Background: an optimization exercise with open tools, aiming at small area and few clock cycles per item. Do not read the settings as production practice. The RTL was checked by simulation tests, not by an equivalence proof against the original design. No activity file was given, so power comes from the tool's default toggle rates.

==> flow/design.v (outline; a module is shown in full before it is edited, if it fits) <==
// module fpu_mul_lopd48: 46 lines
// module fpu_mul_prenorm_pipe: 85 lines
// module fpu_mul_mant_mul: 1572 lines
// module fpu_mul_mant_fin: 27 lines
// module fpu_mul_fa: 4 lines
// module fpu_mul_ha: 4 lines
// module fpu_mul_xn: 3 lines
// module fpu_mul_or: 3 lines
// module fpu_mul_bx: 3 lines
// module fpu_mul_bs2: 4 lines
// module fpu_mul_bs: 3 lines
module fpu_mul_prenorm_pipe #(
  parameter int SIZE_DATA = 8,
  parameter int SIZE_MANT = 24,
  parameter int SIZE_LOPD = 8,
  parameter int BIAS      = 127
) (
  input  logic                   i_clk,
  input  logic                   i_rst_n,
  input  logic                   i_valid,
  output logic                   o_ready,
  input  logic [31:0]            i_data_a,
  input  logic [31:0]            i_data_b,
  output logic                   o_valid,
  input  logic                   i_ready,
  output logic                   o_sign,
  output logic [SIZE_DATA-1:0]   o_data_exp,
  output logic                   o_exp_oor,
  output logic [2*SIZE_MANT-1:0] o_mant_prod,
  output logic                   o_ov_flag,
  output logic                   o_un_flag,
  output logic [SIZE_LOPD-1:0]   o_one_pos,
  output logic                   o_zero_flag
);
  // ...
==> flow/run.sh <==
#!/bin/bash
# synth_recipe.tcl (not shown) runs the flow's synth.tcl, then flattens the netlist and writes it again
# the make line also repeats each setting of config.mk as NAME=value (left out here)
make -C /OpenROAD-flow-scripts/flow DESIGN_CONFIG=/design/flow/config.mk WORK_HOME=/design/flow/orfs CLKGATE_MAP_FILE= SYNTH_SCRIPT=/design/flow/synth_recipe.tcl finish
==> flow/config.mk <==
export PLATFORM = sky130hd
export DESIGN_NAME = fpu_mul_prenorm_pipe
export DESIGN_NICKNAME = fpu_mul_prenorm_pipe
export VERILOG_FILES = /design/flow/design.v
export SDC_FILE = /design/flow/constraint.sdc
export NUM_CORES = 4
export LEC_CHECK = 0
export CAP_MARGIN = 20
export CORE_MARGIN = 2
export CORE_UTILIZATION = 40
export SLEW_MARGIN = 20
export SYNTH_HIERARCHICAL = 1
export SYNTH_MINIMUM_KEEP_SIZE = 0
==> flow/constraint.sdc <==
create_clock -name core_clock -period 8.0 [get_ports {i_clk}]
set_input_delay 1.6000 -clock core_clock [delete_from_list [all_inputs] [get_ports {i_clk}]]
set_output_delay 1.6000 -clock core_clock [all_outputs]
set_load 0.01 [all_outputs]
==> results.txt, run 1 <==
* Most common cell after layout, fill and taps aside: fa_1
* Clock power share at 0.045
* First-pass GRT wire length at 77000 µm
* Max FO, Critical Path at 27
* Area share of fa/ha/maj cells after synthesis at 0.407
* Yosys warning total at 12
* Comb pwr share at 0.811
* CP most frequent cell: fa_1
* Setup WS pre-CTS at 0.227 ns
* Worst-Margin Slew at 0.842 ns
* Netlist Area Pre-Place at 15800 µm²
* Skew-Pair Late Insertion Delay at 0.34 ns
* Status: finished clean
* Setup crit end: r_sn[26]$_DFFE_PP_
* Nets at 2038
* Post-synth EDFFs at 66
* XOR/XNOR Fraction of Synth Area at 0.183
* Hold path depth at 2
* HP Start: r_valid$_DFFE_PN0N_
* Final Cycle Share at 0.935
* Mux cell area share after synthesis at 0
* Worst R2R End: r_sn[15]$_DFFE_PP_
* CTS Hold Bufs at 0
* RR Startpoint: r_valid$_DFFE_PN0N_
* R2r worst-path depth at 3
* All-layer global routing usage at 0.244
* Detailed placer's ending HPWL at 41700 µm
* Layout cells sized above 1 at 0.0915
* Clk buf depth at 2
* Die Y at 202 µm
* Setup CP Type: in -> reg
* Hold endpoint: r_valid$_DFFE_PN0N_
* # rows at 72
* Relative slew slack at 0.439
* Grt ovf at 0
* Largest class: multi-input combinational cells
* # setup viols final at 0
Testbench counts, summed over its fixed seeds: cycles 24,008, items 24,000.
==> module fpu_mul_mant_fin, before the edit <==
module fpu_mul_mant_fin (
  input  logic [47:0] sn,
  input  logic [7:0] gn,
  output logic [47:0] p
);
  logic [47:0] s;
  logic [8:0] cin;
  assign s = ~sn;
  assign cin[0] = 1'b0;
  assign p[10:0] = s[10:0] + 11'(cin[0]);
  assign cin[1] = ~gn[0] | (cin[0] & (&s[10:0]));
  assign p[16:11] = s[16:11] + 6'(cin[1]);
  assign cin[2] = ~gn[1] | (cin[1] & (&s[16:11]));
  assign p[21:17] = s[21:17] + 5'(cin[2]);
  assign cin[3] = ~gn[2] | (cin[2] & (&s[21:17]));
  assign p[26:22] = s[26:22] + 5'(cin[3]);
  assign cin[4] = ~gn[3] | (cin[3] & (&s[26:22]));
  assign p[30:27] = s[30:27] + 4'(cin[4]);
  assign cin[5] = ~gn[4] | (cin[4] & (&s[30:27]));
  assign p[35:31] = s[35:31] + 5'(cin[5]);
  assign cin[6] = ~gn[5] | (cin[5] & (&s[35:31]));
  assign p[40:36] = s[40:36] + 5'(cin[6]);
  assign cin[7] = ~gn[6] | (cin[6] & (&s[40:36]));
  assign p[46:41] = s[46:41] + 6'(cin[7]);
  assign cin[8] = ~gn[7] | (cin[7] & (&s[46:41]));
  assign p[47:47] = s[47:47] + 1'(cin[8]);
endmodule
==> run 2, diff against run 1 <==
--- a/flow/design.v
+++ b/flow/design.v
@@ -1666,97 +1666,97 @@
   fpu_mul_fa u_k590 (.a(s497), .b(ppn1[0]), .c(k589), .s(sn[2]), .co(k590));
   fpu_mul_fa u_k591 (.a(c498), .b(s499), .c(k590), .s(sn[3]), .co(k591));
   fpu_mul_fa u_k592 (.a(c500), .b(s501), .c(k591), .s(sn[4]), .co(k592));
   fpu_mul_fa u_k593 (.a(c502), .b(s503), .c(k592), .s(sn[5]), .co(k593));
   fpu_mul_fa u_k594 (.a(c504), .b(s505), .c(k593), .s(sn[6]), .co(k594));
   fpu_mul_fa u_k595 (.a(c506), .b(s507), .c(k594), .s(sn[7]), .co(k595));
   fpu_mul_fa u_k596 (.a(c508), .b(s509), .c(k595), .s(sn[8]), .co(k596));
   fpu_mul_fa u_k597 (.a(c510), .b(s511), .c(k596), .s(sn[9]), .co(k597));
-  fpu_mul_fa u_k598 (.a(c512), .b(s513), .c(k597), .s(sn[10]), .co(k598));
-  fpu_mul_xn u_xk599 (.a(c514), .b(s515), .y(sn[11]));
-  fpu_mul_or u_k599 (.a(c514), .b(s515), .y(k599));
+  fpu_mul_xn u_xk598 (.a(c512), .b(s513), .y(sn[10]));
+  fpu_mul_or u_k598 (.a(c512), .b(s513), .y(k598));
+  fpu_mul_fa u_k599 (.a(c514), .b(s515), .c(k598), .s(sn[11]), .co(k599));
   fpu_mul_fa u_k600 (.a(c516), .b(s517), .c(k599), .s(sn[12]), .co(k600));
   fpu_mul_fa u_k601 (.a(c518), .b(s519), .c(k600), .s(sn[13]), .co(k601));
   fpu_mul_fa u_k602 (.a(c520), .b(s521), .c(k601), .s(sn[14]), .co(k602));
   fpu_mul_fa u_k603 (.a(c522), .b(s523), .c(k602), .s(sn[15]), .co(k603));
   fpu_mul_fa u_k604 (.a(c524), .b(s525), .c(k603), .s(sn[16]), .co(k604));
   fpu_mul_xn u_xk605 (.a(c526), .b(s527), .y(sn[17]));
   fpu_mul_or u_k605 (.a(c526), .b(s527), .y(k605));
   fpu_mul_fa u_k606 (.a(c528), .b(s529), .c(k605), .s(sn[18]), .co(k606));
   fpu_mul_fa u_k607 (.a(c530), .b(s531), .c(k606), .s(sn[19]), .co(k607));
   fpu_mul_fa u_k608 (.a(c532), .b(s533), .c(k607), .s(sn[20]), .co(k608));
   fpu_mul_fa u_k609 (.a(c534), .b(s535), .c(k608), .s(sn[21]), .co(k609));
   fpu_mul_xn u_xk610 (.a(c536), .b(s537), .y(sn[22]));
   fpu_mul_or u_k610 (.a(c536), .b(s537), .y(k610));
   fpu_mul_fa u_k611 (.a(c538), .b(s539), .c(k610), .s(sn[23]), .co(k611));
   fpu_mul_fa u_k612 (.a(c540), .b(s541), .c(k611), .s(sn[24]), .co(k612));
   fpu_mul_fa u_k613 (.a(c542), .b(s543), .c(k612), .s(sn[25]), .co(k613));
-  fpu_mul_fa u_k614 (.a(c544), .b(s545), .c(k613), .s(sn[26]), .co(k614));
-  fpu_mul_xn u_xk615 (.a(c546), .b(s547), .y(sn[27]));
-  fpu_mul_or u_k615 (.a(c546), .b(s547), .y(k615));
+  fpu_mul_xn u_xk614 (.a(c544), .b(s545), .y(sn[26]));
+  fpu_mul_or u_k614 (.a(c544), .b(s545), .y(k614));
+  fpu_mul_fa u_k615 (.a(c546), .b(s547), .c(k614), .s(sn[27]), .co(k615));
   fpu_mul_fa u_k616 (.a(c548), .b(s549), .c(k615), .s(sn[28]), .co(k616));
   fpu_mul_fa u_k617 (.a(c550), .b(s551), .c(k616), .s(sn[29]), .co(k617));
-  fpu_mul_fa u_k618 (.a(c552), .b(s553), .c(k617), .s(sn[30]), .co(k618));
-  fpu_mul_xn u_xk619 (.a(c554), .b(s555), .y(sn[31]));
-  fpu_mul_or u_k619 (.a(c554), .b(s555), .y(k619));
+  fpu_mul_xn u_xk618 (.a(c552), .b(s553), .y(sn[30]));
+  fpu_mul_or u_k618 (.a(c552), .b(s553), .y(k618));
+  fpu_mul_fa u_k619 (.a(c554), .b(s555), .c(k618), .s(sn[31]), .co(k619));
   fpu_mul_fa u_k620 (.a(c556), .b(s557), .c(k619), .s(sn[32]), .co(k620));
   fpu_mul_fa u_k621 (.a(c558), .b(s559), .c(k620), .s(sn[33]), .co(k621));
-  fpu_mul_fa u_k622 (.a(c560), .b(s561), .c(k621), .s(sn[34]), .co(k622));
+  fpu_mul_xn u_xk622 (.a(c560), .b(s561), .y(sn[34]));
+  fpu_mul_or u_k622 (.a(c560), .b(s561), .y(k622));
   fpu_mul_fa u_k623 (.a(c562), .b(s563), .c(k622), .s(sn[35]), .co(k623));
-  fpu_mul_xn u_xk624 (.a(c564), .b(s565), .y(sn[36]));
-  fpu_mul_or u_k624 (.a(c564), .b(s565), .y(k624));
+  fpu_mul_fa u_k624 (.a(c564), .b(s565), .c(k623), .s(sn[36]), .co(k624));
   fpu_mul_fa u_k625 (.a(c566), .b(s567), .c(k624), .s(sn[37]), .co(k625));
-  fpu_mul_fa u_k626 (.a(c568), .b(s569), .c(k625), .s(sn[38]), .co(k626));
+  fpu_mul_xn u_xk626 (.a(c568), .b(s569), .y(sn[38]));
+  fpu_mul_or u_k626 (.a(c568), .b(s569), .y(k626));
   fpu_mul_fa u_k627 (.a(c570), .b(s571), .c(k626), .s(sn[39]), .co(k627));
   fpu_mul_fa u_k628 (.a(c572), .b(s573), .c(k627), .s(sn[40]), .co(k628));
-  fpu_mul_xn u_xk629 (.a(c574), .b(s575), .y(sn[41]));
-  fpu_mul_or u_k629 (.a(c574), .b(s575), .y(k629));
+  fpu_mul_fa u_k629 (.a(c574), .b(s575), .c(k628), .s(sn[41]), .co(k629));
   fpu_mul_fa u_k630 (.a(c576), .b(s577), .c(k629), .s(sn[42]), .co(k630));
-  fpu_mul_fa u_k631 (.a(c578), .b(s579), .c(k630), .s(sn[43]), .co(k631));
+  fpu_mul_xn u_xk631 (.a(c578), .b(s579), .y(sn[43]));
+  fpu_mul_or u_k631 (.a(c578), .b(s579), .y(k631));
   fpu_mul_fa u_k632 (.a(c580), .b(s581), .c(k631), .s(sn[44]), .co(k632));
   fpu_mul_fa u_k633 (.a(c582), .b(s583), .c(k632), .s(sn[45]), .co(k633));
   fpu_mul_fa u_k634 (.a(c584), .b(s585), .c(k633), .s(sn[46]), .co(k634));
-  fpu_mul_xn u_xk635 (.a(c586), .b(s587), .y(sn[47]));
-  fpu_mul_or u_k635 (.a(c586), .b(s587), .y(k635));
-  assign gn[0] = k598;
+  fpu_mul_fa u_k635 (.a(c586), .b(s587), .c(k634), .s(sn[47]), .co(k635));
+  assign gn[0] = k597;
   assign gn[1] = k604;
   assign gn[2] = k609;
-  assign gn[3] = k614;
-  assign gn[4] = k618;
-  assign gn[5] = k623;
-  assign gn[6] = k628;
-  assign gn[7] = k634;
+  assign gn[3] = k613;
+  assign gn[4] = k617;
+  assign gn[5] = k621;
+  assign gn[6] = k625;
+  assign gn[7] = k630;
 endmodule
 module fpu_mul_mant_fin (
   input  logic [47:0] sn,
   input  logic [7:0] gn,
   output logic [47:0] p
 );
   logic [47:0] s;
   logic [8:0] cin;
   assign s = ~sn;
   assign cin[0] = 1'b0;
-  assign p[10:0] = s[10:0] + 11'(cin[0]);
-  assign cin[1] = ~gn[0] | (cin[0] & (&s[10:0]));
-  assign p[16:11] = s[16:11] + 6'(cin[1]);
-  assign cin[2] = ~gn[1] | (cin[1] & (&s[16:11]));
+  assign p[9:0] = s[9:0] + 10'(cin[0]);
+  assign cin[1] = ~gn[0] | (cin[0] & (&s[9:0]));
+  assign p[16:10] = s[16:10] + 7'(cin[1]);
+  assign cin[2] = ~gn[1] | (cin[1] & (&s[16:10]));
   assign p[21:17] = s[21:17] + 5'(cin[2]);
   assign cin[3] = ~gn[2] | (cin[2] & (&s[21:17]));
-  assign p[26:22] = s[26:22] + 5'(cin[3]);
-  assign cin[4] = ~gn[3] | (cin[3] & (&s[26:22]));
-  assign p[30:27] = s[30:27] + 4'(cin[4]);
-  assign cin[5] = ~gn[4] | (cin[4] & (&s[30:27]));
-  assign p[35:31] = s[35:31] + 5'(cin[5]);
-  assign cin[6] = ~gn[5] | (cin[5] & (&s[35:31]));
-  assign p[40:36] = s[40:36] + 5'(cin[6]);
-  assign cin[7] = ~gn[6] | (cin[6] & (&s[40:36]));
-  assign p[46:41] = s[46:41] + 6'(cin[7]);
-  assign cin[8] = ~gn[7] | (cin[7] & (&s[46:41]));
-  assign p[47:47] = s[47:47] + 1'(cin[8]);
+  assign p[25:22] = s[25:22] + 4'(cin[3]);
+  assign cin[4] = ~gn[3] | (cin[3] & (&s[25:22]));
+  assign p[29:26] = s[29:26] + 4'(cin[4]);
+  assign cin[5] = ~gn[4] | (cin[4] & (&s[29:26]));
+  assign p[33:30] = s[33:30] + 4'(cin[5]);
+  assign cin[6] = ~gn[5] | (cin[5] & (&s[33:30]));
+  assign p[37:34] = s[37:34] + 4'(cin[6]);
+  assign cin[7] = ~gn[6] | (cin[6] & (&s[37:34]));
+  assign p[42:38] = s[42:38] + 5'(cin[7]);
+  assign cin[8] = ~gn[7] | (cin[7] & (&s[42:38]));
+  assign p[47:43] = s[47:43] + 5'(cin[8]);
 endmodule
 module fpu_mul_fa (input logic a, input logic b, input logic c, output logic s, output logic co);
   assign s  = a ^ b ^ c;
   assign co = (a & b) | (a & c) | (b & c);
 endmodule
 module fpu_mul_ha (input logic a, input logic b, output logic s, output logic co);
   assign s  = a ^ b;
   assign co = a & b;
==> flow/config.mk (replaced) <==
export PLATFORM = sky130hd
export DESIGN_NAME = fpu_mul_prenorm_pipe
export DESIGN_NICKNAME = fpu_mul_prenorm_pipe
export VERILOG_FILES = /design/flow/design.v
export SDC_FILE = /design/flow/constraint.sdc
export NUM_CORES = 4
export LEC_CHECK = 0
export CAP_MARGIN = 20
export CORE_MARGIN = 2
export CORE_UTILIZATION = 40
export CTS_BUF_LIST = sky130_fd_sc_hd__clkbuf_16
export CTS_CLUSTER_DIAMETER = 200
export CTS_CLUSTER_SIZE = 40
export GPL_TIMING_DRIVEN = 0
export SLEW_MARGIN = 20
export SYNTH_HIERARCHICAL = 1
export SYNTH_MINIMUM_KEEP_SIZE = 0
==> results.txt, run 2 <==
* Total number of vias at 12286
* Most common cell after layout, fill and taps aside: fa_1
* All-layer global routing usage at 0.234 (-0.00989)
* P_int at 4830 µW
* CP Launch Type: input port
* Worst-Margin Slew at 1.17 ns (+0.330 ns)
* P&R area growth vs syn at 16.9%
* I/O pin count at 139
* Async SR Flop Fraction at 0.0149
* Gpl congestion at 0.890
* Clk_skew at 0.00331 ns
* Final Slew Violations at 0
* Mapped Avg Cell Area at 11.2 µm²
* Detailed placer's ending HPWL at 37200 µm (-11%)
* Core Util, Final at 0.475
* RSZ-0062 raised after global routing: false
* Register share of total power at 0.132
* Via/cell ratio at 5.87
* Setup WS pre-CTS at -0.211 ns (-0.438 ns)
* Die W at 202 µm
* First-pass GRT wire length at 74000 µm (-3.9%)
* Synth Area in Compound Gates at 0.177
* Status: finished clean
* Die Y at 202 µm (about the same)
* Core ar. at 38700 µm²
* # rows at 72 (unchanged)
* Post-synth EDFFs at 66 (unchanged)
* Setup slack after layout at 0.178 ns
* Max FFs per register at 48
* Relative slew slack at 0.216 (-0.222)
* Setup crit end kind: flop
* Seq/Total Area, Yosys at 0.127
* Max VDD drop at 0.471 mV
* Setup CP Type: in -> reg
* Power density over the cells at 494 nW/µm²
* Post-route cell area at 18400 µm²
* Yosys warning total at 12 (unchanged)
* Vias in the first global route at 12687
* Seq cells post-synth at 67
* CP most frequent cell: fa_1
* Synth unique cells at 62
* Placed Area at 18100 µm²
* Top cells by count, synth: 296 x fa_1, 288 x a22oi_1, 279 x xor2_1, 66 x edfxtp_1, 60 x inv_1
* Largest regs: r_sn (48), r_exp (8), r_gn (8)
* Nets at 1975 (-3.1%)
* CP max stage cell: inv_2
* Grt ovf at 0 (unchanged)
* Layout cells sized above 1 at 0.0610 (-0.0305)
* Crit path required time at 8.11 ns
* Initial antenna violation count at 1
* R2R Setup Slk at 6.61 ns
* CP top delay family: adder cells
* Mux cell area share after synthesis at 0 (unchanged)
* Die area at 41000 µm²
* Sw frac at 0.468
* Syn Inst Count at 1406
* Most common cell in the netlist: fa_1
* Largest net degree at the start of global routing at 57
* CP bufs+invs at 3
* Clock Sinks at 67
* Area share of fa/ha/maj cells after synthesis at 0.409 (+0.00195)
* Max-cap violations at 0
* H-tree Lvls at 3
* Netlist Area Pre-Place at 15700 µm² (about the same)
* Register area at 2010 µm²
* Fin. Hold Viols at 0
* Comb pwr share at 0.830 (+0.019)
* Fin crit period at 7.82 ns
* Largest family of logic cells by synthesized area: adder cells
* Total leakage power at 0.00665 µW
* IO buf count at 136
* Post-Route WL at 47600 µm
* Hold Crit Class: reg -> reg
* Yosys top cell area share at 0.376
* Diodes inserted at 0
* Starting Density at 0.406
* Clk buf depth at 2 (unchanged)
* XOR/XNOR Fraction of Synth Area at 0.182 (-0.000396)
* CTS tree: yes
* Largest Register: r_sn
* Critical Path Max Stage Delay at 0.63 ns
* Multi-input logic area at 13500 µm²
* Leading cell types in the layout, fill and taps excluded: 296 x fa_1, 288 x a22oi_1, 279 x xor2_1, 134 x clkdlybuf4s50_1, 66 x edfxtp_1
* Leading area contributor after synthesis: fa_1
* Skew-Pair Late Insertion Delay at 0.34 ns (about the same)
* CP cell instances: clkdlybuf4s50_1 -> ha_1 -> nand2b_1 -> inv_2 -> xor2_1 -> a22oi_1 -> fa_1 -> fa_1 -> fa_1 -> fa_1 -> fa_1 -> or2_1 -> fa_1 -> fa_1 -> fa_1 -> fa_1 -> buf_4
* DRT Pass-1 Iters at 7
* Final Cycle Share at 0.978 (+0.0430)
* # setup viols final at 0 (unchanged)
* Clock root cell: clkbuf_16
* Routed length per instance at 22.7 µm
* Ys flop type: edfxtp_1
* Setup_tns at 0 ns
* DRC viols at 0
* CTS Hold Bufs at 0 (unchanged)
* Max FO, Critical Path at 27 (unchanged)
* Clock power share at 0.038 (-0.007)
* Final ANT Viol Nets at 0
* CTS clk-pin slew, worst paths at 0.05 ns
* WP data arrival at 7.93 ns
* Main area contributors after synthesis: fa_1 38%, xor2_1 16%, a22oi_1 14%, edfxtp_1 13%, ha_1 3.3%
* Switching pwr at 4260 µW
* Achievable frequency at 0.128 GHz
* Post-Synth Simple-Gate Area at 0.0789
* Inserted Clock Buffers at 9
* Fill cells at 3555
* 1st-iter DRT viols at 1206
[run 2: changes by cell type in the layout (fill, tap and decap cells not counted), moves of 7 or more]
cell      previous run  this run
nand3_1              8         1
clkbuf_1             0        14
nor2_1              41        34
buf_4               93        11
[run 2: what timing repair did]
| action | 4_1_cts | 5_1_grt |
|---|---|---|
| buffers inserted | 0 | 0 |
| setup endpoints to repair | 0 | 2 |
| gates resized for setup | 0 | 7 |
[run 2: through the flow]
stage	hold WS [ns]	std cells	power [µW]
2_1_floorplan	0.622	1408	5860
3_3_place_gp	0.504	2062	8470
3_5_place_dp	0.526	2076	8670
4_1_cts	0.543	2092	9060
5_1_grt	0.582	2093	10100
6_report	0.537	2093	9090
[run 2: logic make-up (layout without fill, tap and decap cells)]
family,after synthesis,in the layout
AO/OA/AOI/OAI,372,372
XOR/XNOR,328,328
adder cells (fa/ha/maj),337,337
buffers and inverters,87,254
flip-flops,67,67
other,2,4
AND/OR/NAND/NOR,213,213
[run 2: power by group through the flow]
| stage | Combinational, µW | Sequential [µW] | Clock (µW) |
|---|---|---|---|
| after floorplan | 4680 | 1190 | 0 |
| after global placement | 7270 | 1210 | 0 |
| after detailed placement | 7460 | 1210 | 0 |
| after CTS | 7500 | 1210 | 355 |
| after global routing | 8480 | 1220 | 368 |
| final | 7540 | 1200 | 345 |
[run 2: routing by layer]
layer / part of all wire / vias up / wire length [µm] / GRT usage
met3: 0.084 / 75 / 4000 / 0.0440
li1: - / 5384 / - / -
met2: 0.45 / 595 / 21300 / 0.364
met4: 0.027 / 0 / 1310 / 0.0779
met5: 0 / - / 0 / 0
met1: 0.44 / 6232 / 21000 / 0.329
[run 2: tightest hold or removal path: stages, from the launching register on]
cell,delay [ns]
dfrtp_1,0.34
nand2b_1,0.09
nand2b_1,0.08
[run 2: final cells by class]
class	instances	share of cell area
Timing Repair Buffer	151	0.0888
Clock inverter	7	0.00197
Multi-Input combinational cell	1254	0.731
Inverter	60	0.0126
Clock buffer	9	0.0122
Sequential cell	67	0.109
Buffer	27	0.00857
Tap cell	518	0.0352
[run 2: modules after synthesis (local to each module, per instance), a selection]
| module | cells inside | area [µm²] | flops+latches |
|---|---|---|---|
| fpu_mul_xn | 1 | 8.76 | 0 |
| fpu_mul_prenorm_pipe | 157 | 2610 | 67 |
| fpu_mul_fa | 1 | 20.0 | 0 |
| fpu_mul_ha | 1 | 12.5 | 0 |
| fpu_mul_bs | 1 | 12.5 | 0 |
| fpu_mul_bx | 1 | 8.76 | 0 |
| fpu_mul_or | 1 | 6.26 | 0 |
| fpu_mul_mant_mul | 102 | 632 | 0 |
| fpu_mul_mant_fin | 116 | 774 | 0 |
| fpu_mul_bs2 | 2 | 15.0 | 0 |
[run 2: path summary, 6_finish.rpt]
path / startpoint / to / depth (start not counted)
setup / recovery: i_data_b[19] / r_gn[7]$_DFFE_PP_ / 17
hold / removal: r_valid$_DFFE_PN0N_ / r_valid$_DFFE_PN0N_ / 2
setup reg to reg: r_valid$_DFFE_PN0N_ / r_sn[11]$_DFFE_PP_ / 3
hold reg to reg: r_valid$_DFFE_PN0N_ / r_valid$_DFFE_PN0N_ / 2
max in group asynchronous: i_rst_n / r_valid$_DFFE_PN0N_ / 1
min in group asynchronous: i_rst_n / r_valid$_DFFE_PN0N_ / 1
Testbench counts of run 2, summed over its fixed seeds: cycles 24,008, items 24,000.
==> run 3, diff against run 2 <==
--- a/flow/config.mk
+++ b/flow/config.mk
@@ -8,9 +8,7 @@
 export CAP_MARGIN = 20
 export CORE_MARGIN = 2
 export CORE_UTILIZATION = 40
-export CTS_BUF_LIST = sky130_fd_sc_hd__clkbuf_16
-export CTS_CLUSTER_DIAMETER = 200
-export CTS_CLUSTER_SIZE = 40
+export CTS_BUF_LIST = sky130_fd_sc_hd__clkbuf_8
 export GPL_TIMING_DRIVEN = 0
 export SLEW_MARGIN = 20
 export SYNTH_HIERARCHICAL = 1
==> results.txt, run 3 <==
* Clock root cell: clkbuf_8
* Fill cells at 3571 (+0.45%)
* RR Startpoint: r_valid$_DFFE_PN0N_
* Largest regs: r_sn (48), r_exp (8), r_gn (8)
* Fin. Hold Viols at 0 (unchanged)
* Vias in the first global route at 12697 (+0.079%)
* Total leakage power at 0.00660 µW (-0.71%)
* Async SR Flop Fraction at 0.0149 (unchanged)
* Detailed placer's ending HPWL at 37200 µm (unchanged)
* Grt ovf at 0 (unchanged)
* Netlist Area Pre-Place at 15700 µm² (unchanged)
* CP Launch Type: input port
* DRT Pass-1 Iters at 7 (unchanged)
* Clock Sinks at 67 (unchanged)
* Yosys warning total at 12 (unchanged)
* Initial antenna violation count at 1 (unchanged)
* # rows at 72 (unchanged)
* Max VDD drop at 0.491 mV (+4.3%)
* Register share of total power at 0.134 (+0.002)
* CTS tree: yes
* Hold endpoint: r_valid$_DFFE_PN0N_
* WP data arrival at 7.98 ns (+0.05 ns)
* Power density over the cells at 490 nW/µm² (-0.70%)
* Final Slew Violations at 0 (unchanged)
* R2R Setup Slk at 6.60 ns (about the same)
* Fin crit period at 7.86 ns (+0.0399 ns)
* Yosys top cell area share at 0.376 (unchanged)
* Largest Register: r_sn
* Placed Area at 18100 µm² (unchanged)
* Hold Crit Class: reg -> reg
* Worst R2R End: r_sn[15]$_DFFE_PP_
* Most common cell after layout, fill and taps aside: fa_1
* Sw frac at 0.473 (+0.00469)
* Via/cell ratio at 5.87 (about the same)
* Top cells by count, synth: 296 x fa_1, 288 x a22oi_1, 279 x xor2_1, 66 x edfxtp_1, 60 x inv_1
* Clk buf depth at 2 (unchanged)
* Final ANT Viol Nets at 0 (unchanged)
* I/O pin count at 139 (unchanged)
* Crit path from: i_data_b[0]
* CTS Hold Bufs at 0 (unchanged)
* Postcts setup bufs at 0 (unchanged)
* Final Cycle Share at 0.983 (+0.00499)
* R2r worst-path depth at 3 (unchanged)
* Inserted Clock Buffers at 9 (unchanged)
* P_int at 4730 µW (-2.2%)
* Clock power share at 0.026 (-0.012)
* Switching pwr at 4240 µW (-0.29%)
* Leading area contributor after synthesis: fa_1
* Largest net degree at the start of global routing at 57 (unchanged)
* H-tree Lvls at 3 (unchanged)
* Die W at 202 µm (unchanged)
* Seq/Total Area, Yosys at 0.127 (unchanged)
* Ys flop type: edfxtp_1
* Skew-Pair Late Insertion Delay at 0.36 ns (+0.02 ns)
* Non-filler instance count after layout at 2093 (unchanged)
* Main area contributors after synthesis: fa_1 38%, xor2_1 16%, a22oi_1 14%, edfxtp_1 13%, ha_1 3.3%
* Max FFs per register at 48 (unchanged)
* Post-route cell area at 18300 µm² (-0.59%)
* Most common cell in the netlist: fa_1
* Crit path required time at 8.12 ns (about the same)
* Setup crit end kind: flop
* Setup CP Type: in -> reg
* Starting Density at 0.406 (unchanged)
* DRC viols at 0 (unchanged)
* First-pass GRT wire length at 73800 µm (-0.16%)
* Diodes inserted at 0 (unchanged)
* Relative slew slack at 0.216 (-0.000789)
* RSZ-0062 raised after global routing: false
* # setup viols final at 0 (unchanged)
* Routed length per instance at 22.7 µm (-0.21%)
* Seq cells post-synth at 67 (unchanged)
* IO buf count at 136 (unchanged)
* Syn Inst Count at 1406 (unchanged)
* Synth unique cells at 62 (unchanged)
* HP Start: r_valid$_DFFE_PN0N_
* P&R area growth vs syn at 16.2%
* Die area at 41000 µm² (unchanged)
* Die Y at 202 µm (unchanged)
* Mapped Avg Cell Area at 11.2 µm² (unchanged)
* Layout cells sized above 1 at 0.0610 (unchanged)
* Clk_skew at 0.00576 ns (+0.00245 ns)
* Nets at 1975 (unchanged)
* Post-Route WL at 47500 µm (-0.21%)
* Gpl congestion at 0.890 (unchanged)
* Status: finished clean
* Post-synth EDFFs at 66 (unchanged)
* Core ar. at 38700 µm² (unchanged)
* Achievable frequency at 0.127 GHz (-0.51%)
* Max-cap violations at 0 (unchanged)
* 1st-iter DRT viols at 1095 (-9.2%)
* All-layer global routing usage at 0.233 (-0.000943)
* Max FO, Critical Path at 26 (-3.7%)
* Worst-Margin Slew at 1.17 ns (+0.00118 ns)
* CTS clk-pin slew, worst paths at 0.07 ns (+0.02 ns)
* Total number of vias at 12284 (-0.016%)
* Placed cells at 2076 (unchanged)
* Setup WS pre-CTS at -0.211 ns (unchanged)
* Setup slack after layout at 0.138 ns (-0.0399 ns)
* Comb pwr share at 0.840 (+0.010)
* Leading cell types in the layout, fill and taps excluded: 296 x fa_1, 288 x a22oi_1, 279 x xor2_1, 134 x clkdlybuf4s50_1, 66 x edfxtp_1
* Hold path depth at 2 (unchanged)
run 3: changes by cell type in the layout (fill, tap and decap cells not counted):
cell / change
clkbuf_16: -9
nor2_2: +1
inv_2: +1
nor2_4: -1
inv_4: -1
clkbuf_8: +9
run 3: cells by family after synthesis:
group / count (synthesis) / synth area share
other cells: 2 / 0.000477
xor+xnor: 328 / 0.182
buf+inv: 87 / 0.0243
compound gates: 372 / 0.177
fa+ha+maj: 337 / 0.409
simple gates: 213 / 0.0789
flops: 67 / 0.127
run 3: worst max path at each step:
stage	endpoint	slack [ns]
after global routing	r_gn[1]$_DFFE_PP_	0.005
after floorplan	r_gn[1]$_DFFE_PP_	0.26
after CTS	r_gn[1]$_DFFE_PP_	0.18
after global placement	r_gn[1]$_DFFE_PP_	-2.41
final	r_gn[1]$_DFFE_PP_	0.14
after detailed placement	r_gn[1]$_DFFE_PP_	-0.21
run 3: worst max-delay path: stages:
cell             delay [ns]
clkdlybuf4s50_1        0.97
nor2_2                 0.67
buf_6                  0.24
a22oi_1                0.11
fa_1                   0.53
fa_1                   0.54
fa_1                   0.44
or2_1                  0.27
fa_1                   0.38
fa_1                   0.39
fa_1                   0.39
fa_1                   0.39
fa_1                   0.39
fa_1                   0.48
buf_4                  0.17
run 3: what timing repair did:
action,in CTS,in global routing
gates resized for setup,0,4
hold endpoints to repair,0,0
endpoints found under the setup margin,0,1
run 3: layout make-up:
| cell class | count | area, µm² | share of cell area |
|---|---|---|---|
| Inverter | 60 | 230 | 0.0126 |
| Buffer | 27 | 158 | 0.00862 |
| Sequential cell | 67 | 2010 | 0.110 |
| Tap cell | 518 | 648 | 0.0354 |
| Multi-Input combinational cell | 1254 | 13500 | 0.736 |
| Clock inverter | 7 | 36.3 | 0.00198 |
| Clock buffer | 9 | 124 | 0.00677 |
| Timing Repair Buffer | 151 | 1640 | 0.0894 |
run 3: per-stage QoR:
stage / TNS (ns) / utilization / total power (µW) / hold WS (ns)
3_3_place_gp: -54.27 / 0.458 / 8470 / 0.504
6_report: 0 / 0.472 / 8970 / 0.541
2_1_floorplan: 0 / - / 5860 / 0.622
3_5_place_dp: -0.637 / 0.468 / 8670 / 0.526
4_1_cts: 0 / 0.472 / 8930 / 0.547
5_1_grt: 0 / 0.472 / 9930 / 0.586
run 3: per-module statistics from Yosys, one instance, submodules excluded, a selection:
module,copies in the design,cells inside,flops+latches
fpu_mul_mant_fin,1,116,0
fpu_mul_mant_mul,1,102,0
fpu_mul_bx,264,1,0
fpu_mul_prenorm_pipe,1,157,67
fpu_mul_or,37,1,0
fpu_mul_bs,12,1,0
fpu_mul_xn,37,1,0
fpu_mul_fa,295,1,0
fpu_mul_ha,6,1,0
fpu_mul_bs2,144,2,0
run 3: routing by layer:
metal  GRT usage  up-vias  routed length, µm
li1            -     5389                  -
met1       0.329     6239              21100
met2       0.364      574              21100
met3      0.0431       82               3910
met4      0.0733        0               1330
met5           0        -                  0
run 3: power by group through the flow:
stage          Combinational [µW]  Clock, µW  Sequential, µW
2_1_floorplan                4680          0            1190
3_3_place_gp                 7270          0            1210
3_5_place_dp                 7460          0            1210
4_1_cts                      7480        240            1200
5_1_grt                      8460        253            1220
6_report                     7540        232            1200

[what the ideal ports hide]
The flow's constraints put no driver on any port. The routed layouts listed below were extracted and timed again, unchanged, in two steps.
Step 1 sets driving cells, clkbuf_16 on the clock port and buf_2 on the other inputs (assumed; they add their load-dependent delay and slew).
Step 2 moves the port delays by t, midway between the first and last clock arrival at a register: inputs arrive t later, outputs are due t later. That takes back most of the time a late clock gives input paths.
Three values: ideal ports, drivers, drivers and shift; two values: the first two.
| run | t, ns | slack for setup (ns) | hold slack, ns |
|---|---|---|---|
| run 1 | 0.382 | 0.522 / 0.550 / 0.168 | 0.535 / 0.535 / 0.535 |
| run 2 | 0.387 | 0.178 / 0.194 / -0.192 | 0.537 / 0.537 / 0.537 |
| run 3 | 0.392 | 0.138 / 0.153 / -0.239 | 0.541 / 0.541 / 0.541 |
With both steps, setup timing fails in run 2 and run 3, where it was met with ideal ports. For run 3, which loses most, drivers alone change the setup slack by +0.015 ns; drivers and shift together by -0.377 ns.
